Background: an optimization exercise with open tools, aiming at small area, a short achievable clock period and few clock cycles. Do not read the settings as production practice. RTL that was checked went through simulation tests only; none was proved equivalent to the original. Power figures rest on the tool's default switching activity, not on a simulated workload.

==> flow/design.v (excerpt) <==
module sw_top (
    input  wire          clk,
    input  wire          rst,
    input  wire          i_valid,
    input  wire [73:0]   i_job,
    input  wire          i_ready,
    output wire          o_ready,
    output wire          o_valid,
    output wire [17:0]   o_result
);
clock: 10.0 ns
lec_check: 0
abc_area: 1
cap_margin: 20
core_margin: 2
core_utilization: 40
slew_margin: 20
standard.sh (not shown) runs the stock make flow with config.mk's settings and CLKGATE_MAP_FILE= SYNTH_SCRIPT=/design/flow/synth_recipe.tcl, a recipe that flattens the netlist after the stock synthesis.
==> flow/flow/run.sh <==
#!/bin/bash
# The standard layout, with the port buffers made from plain buf_2 cells instead of the delay
# buffer that buffer_ports picks on its own. Every make step's output goes to make.log here;
# ORFS keeps each tool's full log under orfs/logs/.
set -euo pipefail
bash standard.sh "BUFFER_PORTS_ARGS=-buffer_cell sky130_fd_sc_hd__buf_2" CTS_CLUSTER_SIZE=32 CTS_CLUSTER_DIAMETER=80 finish > make.log 2>&1
The starting point passed the timing, design-rule and antenna checks.
Change:
--- a/flow/flow/run.sh
+++ b/flow/flow/run.sh
@@ -5,2 +5,2 @@
 set -euo pipefail
-bash standard.sh "BUFFER_PORTS_ARGS=-buffer_cell sky130_fd_sc_hd__buf_2" CTS_CLUSTER_SIZE=32 CTS_CLUSTER_DIAMETER=80 finish > make.log 2>&1
+bash standard.sh "BUFFER_PORTS_ARGS=-buffer_cell sky130_fd_sc_hd__buf_2" finish > make.log 2>&1
- clock power is higher by well over a third
- clock-buffer cell count is higher by 43
- via count went up slightly
- setup slack gets better by 38 ps
- worst hold slack is worse by 15 ps
- wire length went up by a few percent
- design area came out higher by a few percent
- total power climbs by about a fifth
- synthesized area is unchanged
- core utilization is higher by 1.9 points
- sequential share of layout area goes down by 2.1 points
Change:
--- a/flow/flow/run.sh
+++ b/flow/flow/run.sh
@@ -5,2 +5,2 @@
 set -euo pipefail
-bash standard.sh "BUFFER_PORTS_ARGS=-buffer_cell sky130_fd_sc_hd__buf_2" finish > make.log 2>&1
+bash standard.sh "BUFFER_PORTS_ARGS=-buffer_cell sky130_fd_sc_hd__buf_2" CTS_CLUSTER_SIZE=24 CTS_CLUSTER_DIAMETER=100 finish > make.log 2>&1
- CORE_UTILIZATION: 40 -> 60
- PLACE_DENSITY: unset -> 0.7
Outcome: Worst setup slack gets better by 15 ps. Design area shrinks by a few percent. Register-to-register slack gets worse by 80 ps. Clock power shrinks by well over a third. Routed wire length shrinks by a few percent. Global-route usage grows by 7.2 points. Sequential cell count is unchanged. Via count shrinks slightly.
Change:
- CORE_UTILIZATION: 60 -> 40
- PLACE_DENSITY: 0.7 -> unset
Result: The new run finished with timing, DRC and antenna clean. Sequential cell count is unchanged. Critical path depth does not change. Register-to-register slack improves by 30 ps. Final area came out higher by 1.6%. Via count stays flat. Final cell count came out higher by 7.5%. Total power came out higher by 1.3%.
Function was not checked in any run of this note: the RTL went through the layout flow alone.

sw_top, a different RTL version from the one above (not shown whole).
For scale: ~850 flip-flops, roughly 0.041 mm2 of cells after synthesis.
## sw_top
module sw_top (
    input  wire          clk,
    input  wire          rst,
    input  wire          i_valid,
    input  wire [73:0]   i_job,
    input  wire          i_ready,
    output wire          o_ready,
    output wire          o_valid,
    output wire [17:0]   o_result
);
export LEC_CHECK = 0
export ABC_AREA = 1
export CAP_MARGIN = 20
export CORE_MARGIN = 2
export CORE_UTILIZATION = 80
export PLACE_DENSITY = 0.88
export SLEW_MARGIN = 20
create_clock -name core_clock -period 10.0 [get_ports {clk}]
==> flow/flow/run.sh <==
#!/bin/bash
# The standard layout with three changes to how it is made (not to what is measured):
# - the port buffers are plain buf_2 cells instead of the delay buffer buffer_ports picks;
# - clock tree sinks are clustered in groups of up to 24 within 100 um;
# - repair_timing aims for 6.85 ns of setup slack, so it upsizes the gates and flip-flops on
#   the internal paths that are slower than the port paths.
# Every make step's output goes to make.log here; ORFS keeps each tool's full log under
# orfs/logs/.
set -euo pipefail
bash standard.sh "BUFFER_PORTS_ARGS=-buffer_cell sky130_fd_sc_hd__buf_2" CTS_CLUSTER_SIZE=24 CTS_CLUSTER_DIAMETER=100 SETUP_SLACK_MARGIN=6.85 finish > make.log 2>&1
The baseline finished with timing, DRC and antenna clean.
Testbench counts at the start, summed over its fixed seeds: cycles 8,786.
Then changed:
--- a/flow/flow/run.sh
+++ b/flow/flow/run.sh
@@ -4 +4 @@
-# - clock tree sinks are clustered in groups of up to 24 within 100 um;
+# - clock tree sinks are clustered in groups of up to 20 within 80 um;
@@ -10 +10 @@
-bash standard.sh "BUFFER_PORTS_ARGS=-buffer_cell sky130_fd_sc_hd__buf_2" CTS_CLUSTER_SIZE=24 CTS_CLUSTER_DIAMETER=100 SETUP_SLACK_MARGIN=6.85 finish > make.log 2>&1
+bash standard.sh "BUFFER_PORTS_ARGS=-buffer_cell sky130_fd_sc_hd__buf_2" CTS_CLUSTER_SIZE=20 CTS_CLUSTER_DIAMETER=80 SETUP_SLACK_MARGIN=6.85 finish > make.log 2>&1
CORE_UTILIZATION = 70   (was 80)
PLACE_DENSITY = 0.8   (was 0.88)
After rerunning:
- register-to-register slack gets worse by 0.05 ns
- utilization shrinks by 10 points
- die area went up by 14%
- hold slack barely changes
- setup slack gets better by 0.0099 ns
- power falls by 1.9%
- area after synthesis does not change
- synthesized cell count stays the same
Then changed:
==> flow/flow/run.sh (replaced) <==
#!/bin/bash
# The standard layout, with the port buffers made from plain buf_2 cells instead of the delay
# buffer that buffer_ports picks on its own. Every make step's output goes to make.log here;
# ORFS keeps each tool's full log under orfs/logs/.
set -euo pipefail
bash standard.sh "BUFFER_PORTS_ARGS=-buffer_cell sky130_fd_sc_hd__buf_2" CTS_CLUSTER_SIZE=24 CTS_CLUSTER_DIAMETER=100 SETUP_SLACK_MARGIN=6.85 finish > make.log 2>&1
After rerunning:
- final area decreases slightly
- clock-buffer cell count came out lower by 12
- worst setup slack gets better by 0.019 ns
- cell count hardly moves
- wire length goes down slightly
- power falls slightly

what the ideal ports hide:
No port has a modelled driver above. Below, the same layouts with a new extraction and two added sets of constraints. Step 1: set_driving_cell puts a clkbuf_16 on clk and a buf_2 on each other input, an assumption about the parent block. Step 2 moves the port delays by t, midway between the first and last clock arrival at a register: inputs arrive t later, outputs are due t later. That takes back most of the time a late clock gives input paths. Three values: ideal, step 1, step 2; two values: the first two.
| run | shift t [ns] | slack for setup (ns) | clock arrival spread, ns |
|---|---|---|---|
| the first run of note 1 | 0.661 | 6.774 / 6.716 / 6.608 | 0.047 / 0.048 |
| the second run of note 1 | 0.671 | 6.812 / 6.754 / 6.599 | 0.015 / 0.015 |
| the third run of note 1 | 0.634 | 6.827 / 6.770 / 6.529 | 0.032 / 0.032 |
| the fourth run of note 1 | 0.655 | 6.792 / 6.733 / 6.601 | 0.039 / 0.039 |
| the first run of note 2 | 0.697 | 6.827 / 6.761 / 6.374 | 0.035 / 0.035 |
| the second run of note 2 | 0.685 | 6.837 / 6.771 / 6.486 | 0.070 / 0.070 |
| the third run of note 2 | 0.675 | 6.856 / 6.792 / 6.491 | 0.027 / 0.026 |
After both steps setup and hold are still met in every run listed. For the first run of note 2, which loses most, drivers alone change the setup slack by -0.066 ns; drivers and shift together by -0.453 ns.
